Context: an optimization exercise on an open-source flow, tuned for small area and few clock cycles per item. The choices shown serve that exercise and are no tape-out recipe.
Only simulation tests tie the RTL to the original design; equivalence was not proved.
Power and IR drop assume default switching activity.

==> flow/design.v (excerpt) <==
module dual_tone_sample_generator_top (
    input  wire logic                                aclk,
    input  wire logic                                aresetn,
    input  wire logic                                s_tvalid,
    output logic                                     s_tready,
    input  wire logic [dtsg_pkg::S_TDATA_W-1:0]      s_tdata,    
    output logic                                     m_tvalid,
    input  wire logic                                m_tready,
    output logic [dtsg_pkg::M_TDATA_W-1:0]           m_tdata,    
    output logic [0:0]                               m_tuser,    
    input  wire logic                                cfg_wr_en,
    input  wire logic [dtsg_pkg::CFG_INDEX_W-1:0]    cfg_index,
    input  wire logic [dtsg_pkg::CFG_DATA_W-1:0]     cfg_wdata
);
Size in the first run: about 2700 cells after synthesis, ~23000 sq um of cells after synthesis.
==> flow/config.mk <==
export PLATFORM = sky130hd
export DESIGN_NAME = dual_tone_sample_generator_top
export DESIGN_NICKNAME = dual_tone_sample_generator_top
export VERILOG_FILES = /design/flow/design.v
export SDC_FILE = /design/flow/constraint.sdc
export NUM_CORES = 4
export LEC_CHECK = 0
export ABC_AREA = 1
export ABC_CLOCK_PERIOD_IN_PS = 10000
export CAP_MARGIN = 20
export CORE_MARGIN = 2
export CORE_UTILIZATION = 40
export SLEW_MARGIN = 20
export SYNTH_HIERARCHICAL = 1
export SYNTH_MINIMUM_KEEP_SIZE = 0
==> flow/constraint.sdc <==
create_clock -name core_clock -period 10.0 [get_ports {aclk}]
set_input_delay 2.0000 -clock core_clock [delete_from_list [all_inputs] [get_ports {aclk}]]
set_output_delay 2.0000 -clock core_clock [all_outputs]
set_load 0.01 [all_outputs]
run.sh (not shown) runs the stock make flow with config.mk's settings and CLKGATE_MAP_FILE= SYNTH_SCRIPT=/design/flow/synth_recipe.tcl, a recipe that flattens the netlist after the stock synthesis.
The starting point finished clean.
Testbench counts at the start, summed over its fixed seeds: cycles 16,032, items 16,000.
Then changed:
- CTS_BUF_LIST: unset -> sky130_fd_sc_hd__clkbuf_4
=>
- The changed run passed the timing, DRC and antenna checks
- utilization came out higher by 0.15 points
- routed wire length is higher by 0.85%
- critical path depth rose by 1
- final area is higher by about 0.34%
- worst setup slack loses 36 ps
- clock skew rises by 59 ps
- global-route usage barely changes
- total power decreases by about 2.5%
- via count went up by 1.2%
- fmax went down by 0.38%
Then changed:
- CTS_BUF_LIST: sky130_fd_sc_hd__clkbuf_4 -> sky130_fd_sc_hd__clkbuf_8
- CTS_CLUSTER_DIAMETER: unset -> 60
- CTS_CLUSTER_SIZE: unset -> 20
The new run finished clean.
Count of clock-buffer cells in the layout decreases by 58.
Combinational power hardly moves.
Non-clock buffer count came out lower by 20.
Wire length is lower by 1.6%.
Power is lower by about 3%.
Design area came out lower by 2.0%.
Then changed:
- CTS_CLUSTER_DIAMETER: 60 -> unset
- CTS_CLUSTER_SIZE: 20 -> unset
- The changed run completed without violations
- maximum frequency is about the same
- cell area grows slightly
- cell count goes up slightly
- clock skew went down by 27 ps
- total power went up by a few percent
- sequential cell count is unchanged
- routed wire length went up slightly
- die area does not change
- hold slack got worse by 10 ps

---

Setup of v21:
dual_tone_sample_generator_top, a different RTL version from the one above (not shown whole).
For scale: ~2,400 cells after synthesis, roughly 230 flip-flops.
export LEC_CHECK = 0
export ABC_AREA = 1
export ABC_CLOCK_PERIOD_IN_PS = 10000
export CAP_MARGIN = 20
export CORE_MARGIN = 2
export CORE_UTILIZATION = 40
export CTS_BUF_LIST = sky130_fd_sc_hd__clkbuf_16
export CTS_CLUSTER_DIAMETER = 60
export CTS_CLUSTER_SIZE = 24
export SLEW_MARGIN = 20
export SYNTH_HIERARCHICAL = 1
export SYNTH_MINIMUM_KEEP_SIZE = 0
create_clock -name core_clock -period 10.0 [get_ports {aclk}]
Testbench counts of v21, summed over its fixed seeds: cycles 16,032, items 16,000.
--- input diff v21..v24 ---
==> flow/flow/run.sh (new file) <==
#!/bin/bash
# Standard layout, with the port buffers made of the smallest buffer cell.
export BUFFER_PORTS_ARGS="-buffer_cell sky130_fd_sc_hd__buf_1"
cp standard.sh standard.sh.txt
bash standard.sh > standard.log 2>&1
==> flow/standard.sh (new file) <==
#!/bin/bash
# synth_recipe.tcl (not shown) runs the flow's synth.tcl, then flattens the netlist and writes it again
# the make line also repeats each setting of config.mk as NAME=value (left out here)
make -C /OpenROAD-flow-scripts/flow DESIGN_CONFIG=/design/flow/config.mk WORK_HOME=/design/flow/orfs CLKGATE_MAP_FILE= SYNTH_SCRIPT=/design/flow/synth_recipe.tcl "${@:-finish}"
removed: flow/run.sh
==> notes.md <==
Measured against each other, v24 and v21 differ in proportion of layout cells with a drive suffix above 1, the higher figure coming from v21.
Re first-pass GRT wire length: v24 is 0.63% down on v21.
v21 -> v24: sequential cell area delta 0, exact match
Re internal power: v24 is 11% down on v21.
Going from v21 to v24, via density per instance +about 1.2%, endpoint arrival time on the critical path -0.05 ns, worst setup slack +0.049 ns.
Comparing v21 against v24, there is no change at all in die extent in y.
v24 has sequential share of cell area above what v21 had.
Input-level comparison between v52 and v24:
- CORE_UTILIZATION changed from 40 to 60
==> flow/flow/run.sh <==
#!/bin/bash
# The standard layout (standard.sh), with two changes:
#  - the port buffers are the smallest buffer cell (buf_1)
#  - clock tree synthesis without dummy loads
export BUFFER_PORTS_ARGS="-buffer_cell sky130_fd_sc_hd__buf_1"
export CTS_ARGS="-sink_clustering_enable -repair_clock_nets -sink_clustering_size 30 -sink_clustering_max_diameter 70 -buf_list sky130_fd_sc_hd__clkbuf_16 -dont_use_dummy_load"
bash standard.sh > standard.log 2>&1
[summary]
Side by side, final cell count without fillers turned out lower in v52 than in v24. Instance area after placement: v24 and v52 compared, higher one is v24. v52 ended with more part of the cycle the worst path needs than v24. Diff v52..v24 | combinational power | negligible. The lower data arrival at the endpoint of the critical path of v24 and v52 is in v24. v52 vs v24: worst-case setup slack after placement down in v52.
#### Input delta (v27 over v52)
- a change of CORE_UTILIZATION from 60 to 40
==> flow/flow/run.sh <==
#!/bin/bash
# The standard layout (standard.sh), with two changes:
#  - the port buffers are the smallest buffer cell (buf_1)
#  - clock tree synthesis without dummy loads
export BUFFER_PORTS_ARGS="-buffer_cell sky130_fd_sc_hd__buf_1"
export CTS_ARGS="-sink_clustering_enable -repair_clock_nets -sink_clustering_size 24 -sink_clustering_max_diameter 60 -buf_list sky130_fd_sc_hd__clkbuf_16 -dont_use_dummy_load"
bash standard.sh > standard.log 2>&1
[summary]
In summary, v27 completed successfully, with a layout that passed the timing, DRC and antenna checks. The switching power total on v27 is in line with that on v52. v27 against v52; total power consumption of the routed design is up slightly. When v27 is measured against v52, its global routing usage on met2 turns out 15 points lower. In the metrics for v52 and v27, the one carrying the higher total half-perimeter wirelength after legalization and detailed placement is v27.

---

Another version of the RTL of dual_tone_sample_generator_top (not shown whole).
Size: roughly 2000 cells after synthesis, about 230 flip-flops, ~20000 µm² of cells after synthesis.
clock: 10.0 ns
lec_check: 0
abc_area: 1
abc_clock_period_in_ps: 10000
cap_margin: 20
core_margin: 2
core_utilization: 70
setup_slack_margin: 0.2
slew_margin: 20
synth_hierarchical: 1
synth_minimum_keep_size: 0
standard.sh (not shown) runs the stock make flow with config.mk's settings and CLKGATE_MAP_FILE= SYNTH_SCRIPT=/design/flow/synth_recipe.tcl, a recipe that flattens the netlist after the stock synthesis.
==> flow/flow/run.sh <==
#!/bin/bash
# The standard layout (standard.sh, the same ORFS make targets and
# settings), with three changes:
#  - synthesis maps the logic for area only: flow/synth.tcl is the standard flow's
#    synthesis script with flow/abc_map_area.script as ABC's mapping script
#    (no buffering or upsizing in ABC; the layout's repair steps do that)
#  - the port buffers are the smallest buffer cell (buf_1)
#  - clock tree: clkbuf_16 root, clkbuf_8 sink buffers for clusters of up
#    to 16 flip-flops, and no dummy loads
# make's output goes to standard.log; each ORFS step writes its own log
# under orfs/logs/.
set -euo pipefail
export FLOW_FLOW_DIR="$PWD/flow"
export BUFFER_PORTS_ARGS="-buffer_cell sky130_fd_sc_hd__buf_1"
export CTS_ARGS="-sink_clustering_enable -repair_clock_nets -sink_clustering_size 20 -sink_clustering_max_diameter 45 -root_buf sky130_fd_sc_hd__clkbuf_16 -buf_list sky130_fd_sc_hd__clkbuf_8 -dont_use_dummy_load"
sed "s#SYNTH_SCRIPT=[^ ]*#SYNTH_SCRIPT=$PWD/flow/synth.tcl#" standard.sh > standard_area_synth.sh
grep -q "SYNTH_SCRIPT=$PWD/flow/synth.tcl" standard_area_synth.sh
bash standard_area_synth.sh > standard.log 2>&1
==> flow/flow/abc_map_area.script <==
strash
dch
map -a
topo
dnsize -c
==> flow/flow/synth.tcl <==
# The standard flow's synthesis script (synth_recipe.tcl), unchanged except that the
# final technology mapping uses flow/abc_map_area.script: area-only mapping,
# without ABC's buffering and upsizing (the layout's repair steps size and
# buffer for timing and slew instead).
proc synth {args} { yosys synth -nofsm -noshare {*}$args }
proc abc {args} {
  set i [lsearch -exact $args -script]
  if { $i >= 0 } {
    lset args [expr { $i + 1 }] $::env(FLOW_FLOW_DIR)/abc_map_area.script
  }
  yosys abc {*}$args
}
source $::env(SCRIPTS_DIR)/synth.tcl
# left out here: clear keep_hierarchy, flatten, clean up, hide names made inside functions, write 1_2_yosys.v
Testbench counts at the start, summed over its fixed seeds: cycles 16,032, items 16,000.
Change:
--- a/flow/flow/run.sh
+++ b/flow/flow/run.sh
@@ -14,3 +14,3 @@
 export BUFFER_PORTS_ARGS="-buffer_cell sky130_fd_sc_hd__buf_1"
-export CTS_ARGS="-sink_clustering_enable -repair_clock_nets -sink_clustering_size 20 -sink_clustering_max_diameter 45 -root_buf sky130_fd_sc_hd__clkbuf_16 -buf_list sky130_fd_sc_hd__clkbuf_8 -dont_use_dummy_load"
+export CTS_ARGS="-sink_clustering_enable -repair_clock_nets -sink_clustering_size 16 -sink_clustering_max_diameter 45 -root_buf sky130_fd_sc_hd__clkbuf_16 -buf_list sky130_fd_sc_hd__clkbuf_8 -dont_use_dummy_load"
 sed "s#SYNTH_SCRIPT=[^ ]*#SYNTH_SCRIPT=$PWD/flow/synth.tcl#" standard.sh > standard_area_synth.sh
Cell area stays flat.
Non-clock buffer count is unchanged.
Fmax stays flat.
Clock power barely changes.
Critical path depth is unchanged.
Change:
--- a/flow/flow/run.sh
+++ b/flow/flow/run.sh
@@ -14,3 +14,3 @@
 export BUFFER_PORTS_ARGS="-buffer_cell sky130_fd_sc_hd__buf_1"
-export CTS_ARGS="-sink_clustering_enable -repair_clock_nets -sink_clustering_size 16 -sink_clustering_max_diameter 45 -root_buf sky130_fd_sc_hd__clkbuf_16 -buf_list sky130_fd_sc_hd__clkbuf_8 -dont_use_dummy_load"
+export CTS_ARGS="-sink_clustering_enable -repair_clock_nets -sink_clustering_size 8 -sink_clustering_max_diameter 30 -root_buf sky130_fd_sc_hd__clkbuf_16 -buf_list sky130_fd_sc_hd__clkbuf_4 -dont_use_dummy_load"
 sed "s#SYNTH_SCRIPT=[^ ]*#SYNTH_SCRIPT=$PWD/flow/synth.tcl#" standard.sh > standard_area_synth.sh
The changed run completed without violations.
Fmax decreases slightly.
Global-route usage rises by 0.23 points.
Register-to-register slack gets worse by 80 ps.
Final area hardly moves.
Non-clock buffer count decreases by 3.
Routed wire length is about the same.
Sequential share of layout area barely changes.

---

build 94:
Another version of the RTL of dual_tone_sample_generator_top (not shown whole).
For scale: ~2300 cells after synthesis, roughly 21000 sq um of cells after synthesis.
export LEC_CHECK = 0
export ABC_AREA = 1
export ABC_CLOCK_PERIOD_IN_PS = 10000
export CAP_MARGIN = 20
export CORE_MARGIN = 2
export CORE_UTILIZATION = 70
export SLEW_MARGIN = 20
export SYNTH_HIERARCHICAL = 1
export SYNTH_MINIMUM_KEEP_SIZE = 0
create_clock -name core_clock -period 10.0 [get_ports {aclk}]
==> flow/flow/run.sh <==
#!/bin/bash
# The standard layout (standard.sh), with two changes:
#  - the port buffers are the smallest buffer cell (buf_1)
#  - clock tree synthesis without dummy loads
export BUFFER_PORTS_ARGS="-buffer_cell sky130_fd_sc_hd__buf_1"
export CTS_ARGS="-sink_clustering_enable -repair_clock_nets -sink_clustering_size 20 -sink_clustering_max_diameter 50 -root_buf sky130_fd_sc_hd__clkbuf_16 -buf_list sky130_fd_sc_hd__clkbuf_8 -dont_use_dummy_load"
bash standard.sh > standard.log 2>&1
Build 94 completed; timing, DRC and antenna clean
Testbench counts of build 94, summed over its fixed seeds: cycles 16,032, items 16,000.
### build 94 -> build 7
Settings: SETUP_SLACK_MARGIN: unset -> 0.2.
==> flow/flow/run.sh <==
#!/bin/bash
# The standard layout (standard.sh), with three changes:
#  - synthesis maps the logic for area only (flow/synth.tcl)
#  - the port buffers are the smallest buffer cell (buf_1)
#  - clock tree synthesis without dummy loads
set -euo pipefail
export FLOW_FLOW_DIR="$PWD/flow"
export BUFFER_PORTS_ARGS="-buffer_cell sky130_fd_sc_hd__buf_1"
export CTS_ARGS="-sink_clustering_enable -repair_clock_nets -sink_clustering_size 16 -sink_clustering_max_diameter 45 -root_buf sky130_fd_sc_hd__clkbuf_16 -buf_list sky130_fd_sc_hd__clkbuf_8 -dont_use_dummy_load"
sed "s#SYNTH_SCRIPT=[^ ]*#SYNTH_SCRIPT=$PWD/flow/synth.tcl#" standard.sh > standard_area_synth.sh
grep -q "SYNTH_SCRIPT=$PWD/flow/synth.tcl" standard_area_synth.sh
bash standard_area_synth.sh > standard.log 2>&1
==> flow/flow/abc_map_area.script (new file) <==
strash
dch
map -a
topo
dnsize -c
==> flow/flow/synth.tcl (new file) <==
# The standard flow's synthesis script (synth_recipe.tcl), unchanged except that the
# final technology mapping uses flow/abc_map_area.script: area-only mapping,
# without ABC's buffering and upsizing (the layout's repair steps size and
# buffer for timing and slew instead).
proc synth {args} { yosys synth -nofsm -noshare {*}$args }
proc abc {args} {
  set i [lsearch -exact $args -script]
  if { $i >= 0 } {
    lset args [expr { $i + 1 }] $::env(FLOW_FLOW_DIR)/abc_map_area.script
  }
  yosys abc {*}$args
}
source $::env(SCRIPTS_DIR)/synth.tcl
# left out here: clear keep_hierarchy, flatten, clean up, hide names made inside functions, write 1_2_yosys.v
==> notes.md <==
Build 7: full flow OK, the timing, DRC and antenna checks passed. Between build 7 and build 94, it is build 7 whose area fraction of clock buffers and clock inverters is higher, by 0.24 points. Build 94 → build 7: final core utilization went up by 2.2 points, critical path depth fell 4, count of clock-net buffers in the final layout shows an increase of 3. More vias were needed by build 94 than by build 7. Diff build 94 -> build 7: area of the die went down, cell area went down. Between build 7 and build 94, worst setup slack is lower for build 7, build 94 comes in above that.
Modified inputs, build 48 compared to build 7
Settings: SETUP_SLACK_MARGIN no longer set, was 0.2.
--- a/flow/flow/run.sh
+++ b/flow/flow/run.sh
@@ -8,3 +8,3 @@
 export BUFFER_PORTS_ARGS="-buffer_cell sky130_fd_sc_hd__buf_1"
-export CTS_ARGS="-sink_clustering_enable -repair_clock_nets -sink_clustering_size 16 -sink_clustering_max_diameter 45 -root_buf sky130_fd_sc_hd__clkbuf_16 -buf_list sky130_fd_sc_hd__clkbuf_8 -dont_use_dummy_load"
+export CTS_ARGS="-sink_clustering_enable -repair_clock_nets -sink_clustering_size 20 -sink_clustering_max_diameter 50 -root_buf sky130_fd_sc_hd__clkbuf_16 -buf_list sky130_fd_sc_hd__clkbuf_8 -dont_use_dummy_load"
 sed "s#SYNTH_SCRIPT=[^ ]*#SYNTH_SCRIPT=$PWD/flow/synth.tcl#" standard.sh > standard_area_synth.sh
## What came out
The combinational-cell power consumption of build 48 and that of build 7 are within noise of each other. Comparing build 48 and build 7, met3 track utilization from global routing is lower on build 48. In terms of fraction of area in non-clock buffers, build 48 and build 7 differ only marginally. When build 48 is measured against build 7, its first-iteration DRC count turns out 133 lower. Non-clock buffer count came out lower on build 48 than on build 7. Sort build 48 and build 7 by final hold slack asc -> top: build 7. Summary of build 48 over build 7: portion of total power attributed to sequential cells saw little to no change; sequential share of layout area moved up; layout overhead on the synthesized area has decreased. Comparing leakage power figure for build 48 and build 7, the bigger number came from build 7. Re first-pass detailed-route iteration total: no difference whatsoever between build 7 and build 48.
Inputs modified between build 48 and build 17:
Settings: SETUP_SLACK_MARGIN now 0.2, previously not set.
==> flow/flow/abc_map_area.script <==
strash
dch -f
map -a
mfs2 -a
strash
dch
map -a
topo
dnsize -c
### Flow results
Compared with build 48, in build 17 worst hold slack after final layout now sits higher, max-slew headroom at the worst pin lost 7.3 points, worst setup slack after placement saw a decrease. Build 17 against build 48: count of flip-flops and latches held, post-route met1 wirelength went down about 1.6%. In the reports for build 17 and build 48, the larger minimum clock period belongs to build 48. Compared with build 48, build 17 shows a higher mean instance size in the synthesized netlist. Between build 48 and build 17, number of buffers added by the clock tree synthesis step increased. Routed wire in build 17 totals more than in build 48.
Inputs modified between build 17 and build 45:
Settings: changing SETUP_SLACK_MARGIN from 0.2 to 0.3.
--- a/flow/flow/run.sh
+++ b/flow/flow/run.sh
@@ -8,3 +8,3 @@
 export BUFFER_PORTS_ARGS="-buffer_cell sky130_fd_sc_hd__buf_1"
-export CTS_ARGS="-sink_clustering_enable -repair_clock_nets -sink_clustering_size 20 -sink_clustering_max_diameter 50 -root_buf sky130_fd_sc_hd__clkbuf_16 -buf_list sky130_fd_sc_hd__clkbuf_8 -dont_use_dummy_load"
+export CTS_ARGS="-sink_clustering_enable -repair_clock_nets -sink_clustering_size 30 -sink_clustering_max_diameter 70 -buf_list sky130_fd_sc_hd__clkbuf_16 -dont_use_dummy_load"
 sed "s#SYNTH_SCRIPT=[^ ]*#SYNTH_SCRIPT=$PWD/flow/synth.tcl#" standard.sh > standard_area_synth.sh
==> flow/flow/abc_map_area.script <==
strash
dch
map -a
topo
dnsize -c
## What came out
The global-route wire length before repair of build 45 exceeds that of build 17 by 1.3%. [compare] base=build 17 new=build 45: worst path buffer plus inverter count lower, detailed-placement wirelength estimate held, distinct cell type count of the synthesized netlist moved down. Build 45 vs. build 17: final worst setup slack went down by 0.044 ns.

==> what the ideal ports hide <==
How much do the figures lean on ideal ports? The routed layouts below were timed once more, with nothing changed but the port constraints.
Step 1 assumes that a clkbuf_16 drives the clock port and a buf_2 every other input.
Step 2 times the ports against the registers' clock, not the clock port: input delays grow and output delays shrink by t, the midpoint of the rising clock arrivals with the driver on.
a / b / c = ideal ports / drivers / drivers and shift; a / b = the first two.
run	t (ns)	setup slack, ns	hold slack, ns	worst setup path at the end	worst slew at a driven data input, ns
the first run of note 1	0.585	0.458 / 0.408 / 0.993	0.487 / 0.487 / 0.487	register to output	0.06
the second run of note 1	0.746	0.422 / 0.375 / 1.122	0.487 / 0.487 / 0.487	register to output	0.06
the third run of note 1	0.597	0.445 / 0.399 / 0.995	0.497 / 0.497 / 0.497	register to output	0.06
the fourth run of note 1	0.585	0.439 / 0.391 / 0.977	0.487 / 0.487 / 0.487	register to output	0.06
v21	0.566	0.543 / 0.492 / 1.057	0.488 / 0.488 / 0.488	register to output	0.06
v24	0.588	0.592 / 0.537 / 1.125	0.501 / 0.501 / 0.501	register to output	0.06
v52	0.569	0.500 / 0.444 / 1.012	0.489 / 0.489 / 0.489	register to output	0.04
v27	0.564	0.592 / 0.539 / 1.103	0.504 / 0.504 / 0.504	register to output	0.06
the first run of note 3	0.527	0.502 / 0.453 / 0.980	0.468 / 0.468 / 0.468	register to output	0.04
the second run of note 3	0.526	0.502 / 0.452 / 0.979	0.468 / 0.468 / 0.468	register to output	0.04
the third run of note 3	0.504	0.453 / 0.403 / 0.907	0.469 / 0.469 / 0.469	register to output	0.04
build 94	0.524	0.714 / 0.665 / 1.189	0.527 / 0.527 / 0.527	register to output	0.04
build 7	0.526	0.502 / 0.452 / 0.979	0.468 / 0.468 / 0.468	register to output	0.04
build 48	0.533	0.198 / 0.149 / 0.682	0.473 / 0.473 / 0.473	register to output	0.04
build 17	0.520	0.512 / 0.461 / 0.969	0.476 / 0.476 / 0.476	input to register	0.04
build 45	0.518	0.468 / 0.419 / 0.937	0.473 / 0.473 / 0.473	register to output	0.04
After both steps setup and hold are still met in every run listed.
